What follows belongs to an exercise in optimizing a design on an open flow for small area, a short achievable clock period and few clock cycles; a production flow would make more cautious choices. Where RTL was checked, it was by simulation tests only, not by an equivalence proof against the original. Power and IR drop assume default switching activity.

Setup of the previous run:
==> flow/design.v <==
`timescale 1ns/1ps
package mem_req_pkg;
    typedef logic [31:0] addr_t;
    typedef logic [31:0] word_t;
    typedef logic [3:0] tag_t;
    typedef logic [1:0] access_len_t;
    localparam access_len_t LEN_BYTE = 2'd0;
    localparam access_len_t LEN_HALF = 2'd1;
    localparam access_len_t LEN_WORD = 2'd3;
    typedef struct packed {
        addr_t       addr;
        access_len_t len;
        logic        sext;
        tag_t        tag;
    } load_req_t;
    typedef struct packed {
        addr_t       addr;
        word_t       data;
        access_len_t len;
    } store_req_t;
endpackage
`timescale 1ns/1ps
package icache_pkg;
    localparam int OFFSET_BITS = $clog2(8);
    localparam int INDEX_BITS = $clog2(16);
    localparam int TAG_BITS = 18 - INDEX_BITS - OFFSET_BITS;
    typedef logic [8*8-1:0] line_t;
    typedef logic [INDEX_BITS-1:0] index_t;
    typedef logic [TAG_BITS-1:0] cache_tag_t;
endpackage
`timescale 1ns/1ps
module mem_subsystem (
    input  logic        clk_in,
    input  logic        rst_in,
    input  logic        rdy_in,
    input  logic [31:0] fetch_addr,
    output logic        fetch_hit,
    output logic [31:0] fetch_inst,
    input  logic        ld_valid,
    input  logic [31:0] ld_addr,
    input  logic [1:0]  ld_len,
    input  logic        ld_sext,
    input  logic [3:0]  ld_tag_in,
    output logic        ld_full,
    output logic        ld_done,
    output logic [31:0] ld_data,
    output logic [3:0]  ld_tag,
    input  logic        st_valid,
    input  logic [31:0] st_addr,
    input  logic [31:0] st_data,
    input  logic [1:0]  st_len,
    output logic        st_full,
    output logic        st_done,
    input  logic        io_buffer_full,
    input  logic [7:0]  mem_din,
    output logic [7:0]  mem_dout,
    output logic [31:0] mem_a,
    output logic        mem_wr
);
    localparam logic [1:0] M_FETCH = 2'd0;
    localparam logic [1:0] M_LOAD  = 2'd1;
    localparam logic [1:0] M_STORE = 2'd2;
    logic [1:0]  mode;
    logic [15:0] ra;
    logic [2:0]  rb;
    logic        dv;       
    logic [23:0] w;
    logic [1:0]  k;        
    logic [1:0]  last;     
    logic        sext_q;
    logic        st_done_q;
    logic        io_ok;    
    logic        fetch_mode;
    logic        st_io;
    logic        ld_acc;
    logic        st_acc;
    logic        acc;
    logic        st_sel;
    logic        wide;
    logic        match;
    logic        cap;
    logic        restart;
    logic [17:0] port_a;
    logic [2:0]  rb_next;
    logic [31:0] raw;
    assign fetch_mode = (mode == M_FETCH);
    assign st_io = (st_addr[17:16] == 2'b11);
    assign ld_full = !fetch_mode;
    assign st_full = !fetch_mode || ld_valid || (st_io && !io_ok);
    assign ld_acc = fetch_mode && ld_valid;
    assign st_acc = fetch_mode && st_valid && !ld_valid && (io_ok || !st_io);
    assign acc = ld_acc || st_acc;
    assign st_sel = fetch_mode && st_valid && !ld_valid;
    assign wide = ld_valid ? (ld_len != 2'd0) : (st_len != 2'd0);
    assign match = (fetch_addr[17:2] == ra);
    assign cap = dv && match;
    assign fetch_hit = fetch_mode && cap && rb[2];
    assign fetch_inst = {mem_din, w};
    assign restart = !match || (rb[2] && !dv);
    assign port_a = ld_acc ? ld_addr[17:0] : st_sel ? st_addr[17:0] : {ra + {15'd0, rb[2]}, rb[1:0]};
    assign rb_next = {1'b0, port_a[1:0]} + 3'd1;
    assign mem_a = {14'd0, port_a};
    assign mem_wr = (mode == M_STORE) || st_acc;
    assign mem_dout = fetch_mode ? st_data[7:0] : w[7:0];
    assign st_done = st_done_q;
    assign ld_done = (mode == M_LOAD) && (k == last);
    always_comb begin
        case (last)
            2'd0: raw = {{24{sext_q & mem_din[7]}}, mem_din};
            2'd1: raw = {{16{sext_q & mem_din[7]}}, mem_din, w[23:16]};
            default: raw = {mem_din, w};
        endcase
    end
    assign ld_data = raw;
    always_ff @(posedge clk_in) begin
        if (rdy_in) begin
            io_ok <= !io_buffer_full;
        end
    end
    always_ff @(posedge clk_in) begin
        if (rst_in) begin
            mode <= M_FETCH;
            dv <= 1'b0;
            st_done_q <= 1'b0;
            ra <= fetch_addr[17:2];
            rb <= 3'd0;
        end else if (rdy_in) begin
            st_done_q <= 1'b0;
            case (mode)
                M_FETCH: begin
                    if (cap && !rb[2]) begin
                        w <= {mem_din, w[23:8]};
                    end
                    if (acc) begin
                        dv <= 1'b0;
                        k <= 2'd0;
                        if (ld_acc) begin
                            mode <= M_LOAD;
                            last <= ld_len;
                            sext_q <= ld_sext;
                            ld_tag <= ld_tag_in;
                        end else if (wide) begin
                            mode <= M_STORE;
                            k <= 2'd1;
                            last <= st_len;
                            w <= st_data[31:8];
                        end else begin
                            st_done_q <= 1'b1;
                        end
                        if (wide) begin
                            ra <= port_a[17:2];
                            rb <= rb_next;
                        end
                    end else if (st_sel) begin
                        dv <= 1'b0;
                    end else if (restart) begin
                        ra <= fetch_addr[17:2];
                        rb <= 3'd0;
                        dv <= 1'b0;
                    end else begin
                        ra <= port_a[17:2];
                        rb <= rb_next;
                        dv <= 1'b1;
                    end
                end
                M_LOAD: begin
                    if (k == last) begin
                        mode <= M_FETCH;
                        if (restart) begin
                            ra <= fetch_addr[17:2];
                            rb <= 3'd0;
                            dv <= 1'b0;
                        end else begin
                            ra <= port_a[17:2];
                            rb <= rb_next;
                            dv <= 1'b1;
                        end
                    end else begin
                        k <= k + 2'd1;
                        w <= {mem_din, w[23:8]};
                        if (k + 2'd1 == last) begin
                            ra <= fetch_addr[17:2];
                            rb <= 3'd0;
                        end else begin
                            ra <= port_a[17:2];
                            rb <= rb_next;
                        end
                    end
                end
                default: begin
                    if (k == last) begin
                        mode <= M_FETCH;
                        st_done_q <= 1'b1;
                        ra <= fetch_addr[17:2];
                        rb <= 3'd0;
                        dv <= 1'b0;
                    end else begin
                        k <= k + 2'd1;
                        w <= {8'd0, w[23:8]};
                        ra <= port_a[17:2];
                        rb <= rb_next;
                    end
                end
            endcase
        end
    end
endmodule
==> flow/config.mk <==
export PLATFORM = sky130hd
export DESIGN_NAME = mem_subsystem
export DESIGN_NICKNAME = mem_subsystem
export VERILOG_FILES = /design/flow/design.v
export SDC_FILE = /design/flow/constraint.sdc
export NUM_CORES = 4
export LEC_CHECK = 0
export CAP_MARGIN = 20
export CORE_MARGIN = 2
export CORE_UTILIZATION = 40
export SETUP_SLACK_MARGIN = 3
export SLEW_MARGIN = 20
==> flow/constraint.sdc <==
create_clock -name core_clock -period 7.0 [get_ports {clk_in}]
set_input_delay 1.4000 -clock core_clock [delete_from_list [all_inputs] [get_ports {clk_in}]]
set_output_delay 1.4000 -clock core_clock [all_outputs]
set_load 0.01 [all_outputs]
standard.sh (not shown) runs the stock make flow with config.mk's settings and CLKGATE_MAP_FILE= SYNTH_SCRIPT=/design/flow/synth_recipe.tcl, a recipe that flattens the netlist after the stock synthesis.
==> flow/flow/run.sh <==
#!/bin/bash
# Standard layout, with the port buffers made from the smallest buffer cell.
export BUFFER_PORTS_ARGS="-buffer_cell sky130_fd_sc_hd__buf_1"
bash standard.sh > standard.log 2>&1
The previous run: flow completed, timing, DRC and antenna clean
Inputs modified between the previous run and the current run:
-- flow/design.v --
<<< the previous run, line 76
    logic        st_acc;
    logic        acc;
    logic        st_sel;
    logic        wide;
    logic        match;
>>> the current run, line 76
    logic        st_acc;
    logic        acc;
    logic        wide;
    logic        match;
<<< the previous run, line 91
    assign st_acc = fetch_mode && st_valid && !ld_valid && (io_ok || !st_io);
    assign acc = ld_acc || st_acc;
    assign st_sel = fetch_mode && st_valid && !ld_valid;
    assign wide = ld_valid ? (ld_len != 2'd0) : (st_len != 2'd0);
    assign match = (fetch_addr[17:2] == ra);
>>> the current run, line 90
    assign st_acc = fetch_mode && st_valid && !ld_valid && (io_ok || !st_io);
    assign acc = ld_acc || st_acc;
    assign wide = ld_valid ? (ld_len != 2'd0) : (st_len != 2'd0);
    assign match = (fetch_addr[17:2] == ra);
<<< the previous run, line 98
    assign fetch_inst = {mem_din, w};
    assign restart = !match || (rb[2] && !dv);
    assign port_a = ld_acc ? ld_addr[17:0] : st_sel ? st_addr[17:0] : {ra + {15'd0, rb[2]}, rb[1:0]};
    assign rb_next = {1'b0, port_a[1:0]} + 3'd1;
    assign mem_a = {14'd0, port_a};
>>> the current run, line 96
    assign fetch_inst = {mem_din, w};
    assign restart = !match || (rb[2] && !dv);
    assign port_a = ld_acc ? ld_addr[17:0] : st_acc ? st_addr[17:0] : {ra + {15'd0, rb[2]}, rb[1:0]};
    assign rb_next = {1'b0, port_a[1:0]} + 3'd1;
    assign mem_a = {14'd0, port_a};
<<< the previous run, line 152
                            rb <= rb_next;
                        end
                    end else if (st_sel) begin
                        dv <= 1'b0;
                    end else if (restart) begin
                        ra <= fetch_addr[17:2];
>>> the current run, line 150
                            rb <= rb_next;
                        end
                    end else if (restart) begin
                        ra <= fetch_addr[17:2];
==> run notes <==
Each of the runs, namely the current run and the previous run, reached the end of the flow and came out clean.
The current run ends up with a fraction of area in multi-input gates that is 0.22 points higher than in the previous run.
The current run vs. the previous run: count of vias placed by the detailed router fell 373, latest clock arrival within the worst-skew pair rose 0.02 ns, post-route fraction of the period consumed by the critical path fell 0.67 points, met3 track demand over resource rose 1.7 points, layout clock buffer count fell 2.
Summary of the current run over the previous run: setup slack picked up an extra 0.047 ns, area of the core shows a reduction of about 4%.
Looking at signed area change from the synthesized netlist to the final layout, the current run sits below the previous run.
The higher final critical delay including setup and external delays came out of the previous run.
Diff the previous run..the current run | initial antenna violation count | unchanged
Testbench counts of the current run, summed over its fixed seeds: cycles 24,672.
No functional check of the RTL was part of the previous run.


mem_subsystem, a different RTL version from the one above (not shown whole).
Size: about 580 cells after synthesis, roughly 58 flip-flops, ~270 I/O pins, ~5000 um^2 of cells after synthesis.
==> module mem_subsystem, before the edit <==
module mem_subsystem (
    input  logic        clk_in,
    input  logic        rst_in,
    input  logic        rdy_in,
    input  logic [31:0] fetch_addr,
    output logic        fetch_hit,
    output logic [31:0] fetch_inst,
    input  logic        ld_valid,
    input  logic [31:0] ld_addr,
    input  logic [1:0]  ld_len,
    input  logic        ld_sext,
    input  logic [3:0]  ld_tag_in,
    output logic        ld_full,
    output logic        ld_done,
    output logic [31:0] ld_data,
    output logic [3:0]  ld_tag,
    input  logic        st_valid,
    input  logic [31:0] st_addr,
    input  logic [31:0] st_data,
    input  logic [1:0]  st_len,
    output logic        st_full,
    output logic        st_done,
    input  logic        io_buffer_full,
    input  logic [7:0]  mem_din,
    output logic [7:0]  mem_dout,
    output logic [31:0] mem_a,
    output logic        mem_wr
);
    localparam logic [1:0] M_FETCH = 2'd0;
    localparam logic [1:0] M_LOAD  = 2'd1;
    localparam logic [1:0] M_STORE = 2'd2;
    logic [1:0]  mode;
    logic [15:0] ra;
    logic [2:0]  rb;
    logic        dv;       
    logic [23:0] w;
    logic [1:0]  k;        
    logic [1:0]  last;     
    logic        sext_q;
    logic        st_done_q;
    logic        io_ok;    
    logic        hr;       
    logic        fetch_mode;
    logic        st_io;
    logic        ld_acc;
    logic        st_acc;
    logic        acc;
    logic        wide;
    logic        match;
    logic        cap;
    logic        restart;
    logic [17:0] port_a;
    logic [2:0]  rb_next;
    logic [31:0] raw;
    assign fetch_mode = (mode == M_FETCH);
    assign st_io = (st_addr[17:16] == 2'b11);
    assign ld_full = !fetch_mode;
    assign st_full = !fetch_mode || ld_valid || (st_io && !io_ok);
    assign ld_acc = fetch_mode && ld_valid;
    assign st_acc = fetch_mode && st_valid && !ld_valid && (io_ok || !st_io);
    assign acc = ld_acc || st_acc;
    assign wide = ld_valid ? (ld_len != 2'd0) : (st_len != 2'd0);
    assign match = (fetch_addr[17:2] == ra);
    assign cap = dv && match;
    assign fetch_hit = hr && match;
    assign fetch_inst = {mem_din, w};
    assign restart = !match || (rb[2] && !dv);
    assign port_a = ld_acc ? ld_addr[17:0] : st_acc ? st_addr[17:0] : {ra + {15'd0, rb[2]}, rb[1:0]};
    assign rb_next = {1'b0, port_a[1:0]} + 3'd1;
    assign mem_a = {14'd0, port_a};
    assign mem_wr = (mode == M_STORE) || st_acc;
    assign mem_dout = fetch_mode ? st_data[7:0] : w[7:0];
    assign st_done = st_done_q;
    assign ld_done = (mode == M_LOAD) && (k == last);
    always_comb begin
        case (last)
            2'd0: raw = {{24{sext_q & mem_din[7]}}, mem_din};
            2'd1: raw = {{16{sext_q & mem_din[7]}}, mem_din, w[23:16]};
            default: raw = {mem_din, w};
        endcase
    end
    assign ld_data = raw;
    always_ff @(posedge clk_in) begin
        if (rdy_in) begin
            io_ok <= !io_buffer_full;
        end
    end
    always_ff @(posedge clk_in) begin
        if (rst_in) begin
            mode <= M_FETCH;
            dv <= 1'b0;
            hr <= 1'b0;
            st_done_q <= 1'b0;
            ra <= fetch_addr[17:2];
            rb <= 3'd0;
        end else if (rdy_in) begin
            st_done_q <= 1'b0;
            hr <= 1'b0;
            case (mode)
                M_FETCH: begin
                    if (cap && !rb[2]) begin
                        w <= {mem_din, w[23:8]};
                    end
                    if (acc) begin
                        dv <= 1'b0;
                        k <= 2'd0;
                        if (ld_acc) begin
                            mode <= M_LOAD;
                            last <= ld_len;
                            sext_q <= ld_sext;
                            ld_tag <= ld_tag_in;
                        end else if (wide) begin
                            mode <= M_STORE;
                            k <= 2'd1;
                            last <= st_len;
                            w <= st_data[31:8];
                        end else begin
                            st_done_q <= 1'b1;
                        end
                        if (wide) begin
                            ra <= port_a[17:2];
                            rb <= rb_next;
                        end
                    end else if (restart) begin
                        ra <= fetch_addr[17:2];
                        rb <= 3'd0;
                        dv <= 1'b0;
                    end else begin
                        ra <= port_a[17:2];
                        rb <= rb_next;
                        dv <= 1'b1;
                        hr <= (port_a[1:0] == 2'd3);
                    end
                end
                M_LOAD: begin
                    if (k == last) begin
                        mode <= M_FETCH;
                        if (restart) begin
                            ra <= fetch_addr[17:2];
                            rb <= 3'd0;
                            dv <= 1'b0;
                        end else begin
                            ra <= port_a[17:2];
                            rb <= rb_next;
                            dv <= 1'b1;
                            hr <= (port_a[1:0] == 2'd3);
                        end
                    end else begin
                        k <= k + 2'd1;
                        w <= {mem_din, w[23:8]};
                        if (k + 2'd1 == last) begin
                            ra <= fetch_addr[17:2];
                            rb <= 3'd0;
                        end else begin
                            ra <= port_a[17:2];
                            rb <= rb_next;
                        end
                    end
                end
                default: begin
                    if (k == last) begin
                        mode <= M_FETCH;
                        st_done_q <= 1'b1;
                        ra <= fetch_addr[17:2];
                        rb <= 3'd0;
                        dv <= 1'b0;
                    end else begin
                        k <= k + 2'd1;
                        w <= {8'd0, w[23:8]};
                        ra <= port_a[17:2];
                        rb <= rb_next;
                    end
                end
            endcase
        end
    end
endmodule
clock: 7.0 ns
lec_check: 0
cap_margin: 20
core_margin: 2
core_utilization: 40
setup_slack_margin: 3
slew_margin: 20
Scripts as last shown in full above: flow/flow/run.sh
==> next run, changes <==
--- a/flow/design.v
+++ b/flow/design.v
@@ -54,16 +54,15 @@
     input  logic        io_buffer_full,
     input  logic [7:0]  mem_din,
     output logic [7:0]  mem_dout,
     output logic [31:0] mem_a,
     output logic        mem_wr
 );
-    localparam logic [1:0] M_FETCH = 2'd0;
-    localparam logic [1:0] M_LOAD  = 2'd1;
-    localparam logic [1:0] M_STORE = 2'd2;
-    logic [1:0]  mode;
+    logic        fm;
+    logic        lm;
+    logic        sm;
     logic [15:0] ra;
     logic [2:0]  rb;
     logic        dv;       
     logic [23:0] w;
     logic [1:0]  k;        
     logic [1:0]  last;     
@@ -73,102 +72,111 @@
     logic        hr;       
     logic        fetch_mode;
     logic        st_io;
     logic        ld_acc;
     logic        st_acc;
     logic        acc;
+    logic        st_sel;
     logic        wide;
     logic        match;
     logic        cap;
     logic        restart;
     logic [17:0] port_a;
     logic [2:0]  rb_next;
     logic [31:0] raw;
-    assign fetch_mode = (mode == M_FETCH);
+    assign fetch_mode = fm;
     assign st_io = (st_addr[17:16] == 2'b11);
     assign ld_full = !fetch_mode;
     assign st_full = !fetch_mode || ld_valid || (st_io && !io_ok);
     assign ld_acc = fetch_mode && ld_valid;
     assign st_acc = fetch_mode && st_valid && !ld_valid && (io_ok || !st_io);
     assign acc = ld_acc || st_acc;
+    assign st_sel = fetch_mode && st_valid && !ld_valid;
     assign wide = ld_valid ? (ld_len != 2'd0) : (st_len != 2'd0);
     assign match = (fetch_addr[17:2] == ra);
     assign cap = dv && match;
     assign fetch_hit = hr && match;
     assign fetch_inst = {mem_din, w};
     assign restart = !match || (rb[2] && !dv);
-    assign port_a = ld_acc ? ld_addr[17:0] : st_acc ? st_addr[17:0] : {ra + {15'd0, rb[2]}, rb[1:0]};
+    assign port_a = ld_acc ? ld_addr[17:0] : st_sel ? st_addr[17:0] : {ra + {15'd0, rb[2]}, rb[1:0]};
     assign rb_next = {1'b0, port_a[1:0]} + 3'd1;
     assign mem_a = {14'd0, port_a};
-    assign mem_wr = (mode == M_STORE) || st_acc;
+    assign mem_wr = sm || st_acc;
     assign mem_dout = fetch_mode ? st_data[7:0] : w[7:0];
     assign st_done = st_done_q;
-    assign ld_done = (mode == M_LOAD) && (k == last);
+    assign ld_done = lm && (k == last);
     always_comb begin
         case (last)
             2'd0: raw = {{24{sext_q & mem_din[7]}}, mem_din};
             2'd1: raw = {{16{sext_q & mem_din[7]}}, mem_din, w[23:16]};
             default: raw = {mem_din, w};
         endcase
     end
     assign ld_data = raw;
     always_ff @(posedge clk_in) begin
         if (rdy_in) begin
             io_ok <= !io_buffer_full;
+        end else if (rst_in) begin
+            io_ok <= 1'b0;
         end
     end
     always_ff @(posedge clk_in) begin
         if (rst_in) begin
-            mode <= M_FETCH;
+            fm <= 1'b1;
+            lm <= 1'b0;
+            sm <= 1'b0;
             dv <= 1'b0;
             hr <= 1'b0;
             st_done_q <= 1'b0;
             ra <= fetch_addr[17:2];
             rb <= 3'd0;
         end else if (rdy_in) begin
             st_done_q <= 1'b0;
             hr <= 1'b0;
-            case (mode)
-                M_FETCH: begin
+            if (fm) begin
                     if (cap && !rb[2]) begin
                         w <= {mem_din, w[23:8]};
                     end
                     if (acc) begin
                         dv <= 1'b0;
                         k <= 2'd0;
                         if (ld_acc) begin
-                            mode <= M_LOAD;
+                            fm <= 1'b0;
+                            lm <= 1'b1;
                             last <= ld_len;
                             sext_q <= ld_sext;
                             ld_tag <= ld_tag_in;
                         end else if (wide) begin
-                            mode <= M_STORE;
+                            fm <= 1'b0;
+                            sm <= 1'b1;
                             k <= 2'd1;
                             last <= st_len;
                             w <= st_data[31:8];
                         end else begin
                             st_done_q <= 1'b1;
                         end
                         if (wide) begin
                             ra <= port_a[17:2];
                             rb <= rb_next;
                         end
+                    end else if (st_sel) begin
+                        dv <= 1'b0;
                     end else if (restart) begin
                         ra <= fetch_addr[17:2];
                         rb <= 3'd0;
                         dv <= 1'b0;
                     end else begin
                         ra <= port_a[17:2];
                         rb <= rb_next;
                         dv <= 1'b1;
                         hr <= (port_a[1:0] == 2'd3);
                     end
-                end
-                M_LOAD: begin
+            end else if (lm) begin
                     if (k == last) begin
-                        mode <= M_FETCH;
+                        lm <= 1'b0;
+                        fm <= 1'b1;
                         if (restart) begin
                             ra <= fetch_addr[17:2];
                             rb <= 3'd0;
                             dv <= 1'b0;
                         end else begin
                             ra <= port_a[17:2];
@@ -184,25 +192,24 @@
                             rb <= 3'd0;
                         end else begin
                             ra <= port_a[17:2];
                             rb <= rb_next;
                         end
                     end
-                end
-                default: begin
+            end else begin
                     if (k == last) begin
-                        mode <= M_FETCH;
+                        sm <= 1'b0;
+                        fm <= 1'b1;
                         st_done_q <= 1'b1;
                         ra <= fetch_addr[17:2];
                         rb <= 3'd0;
                         dv <= 1'b0;
                     end else begin
                         k <= k + 2'd1;
                         w <= {8'd0, w[23:8]};
                         ra <= port_a[17:2];
                         rb <= rb_next;
                     end
-                end
-            endcase
+            end
         end
     end
 endmodule
Result:
- combinational power falls by a quarter to a third
- global-route usage went down by 3.1 points
- non-clock buffer count went down by 50
- area after synthesis falls by a little under a tenth
- final area decreases by about a fifth
- total power drops by a little under a tenth
Function was not checked in any run of this note: the RTL went through the layout flow alone.

-- port drivers added, routing unchanged --
No port has a modelled driver above. Below, the same layouts with a new extraction and two added sets of constraints. Step 1 (the two cells are an assumption about what drives the block):
set clk [get_ports {clk_in}]
set_driving_cell -lib_cell sky130_fd_sc_hd__clkbuf_16 $clk
set_driving_cell -lib_cell sky130_fd_sc_hd__buf_2 [delete_from_list [all_inputs] $clk]
Step 2 adds t to the input delays and takes it off the output delays; t is the mean of the earliest and latest rising clock arrival at the registers after step 1. Input paths then give back, and output paths get back, about the clock's delay inside the block. Three values: ideal ports, drivers, drivers and shift; two values: the first two.
run | t, ns | setup slack, ns | worst data-port slew with drivers (ns) | pins driven straight from the clock port
the previous run | 0.366 | 2.908 / 2.860 / 2.619 | 0.06 | 1
the current run | 0.378 | 2.955 / 2.903 / 2.794 | 0.05 | 1
the first run of note 2 | 0.369 | 2.807 / 2.754 / 2.754 | 0.07 | 1
the second run of note 2 | 0.372 | 3.067 / 3.045 / 3.045 | 0.06 | 1
After both steps setup and hold are still met in every run listed. The setup slack of the previous run, which loses most, moves by -0.048 ns with the drivers and by -0.289 ns with both steps.
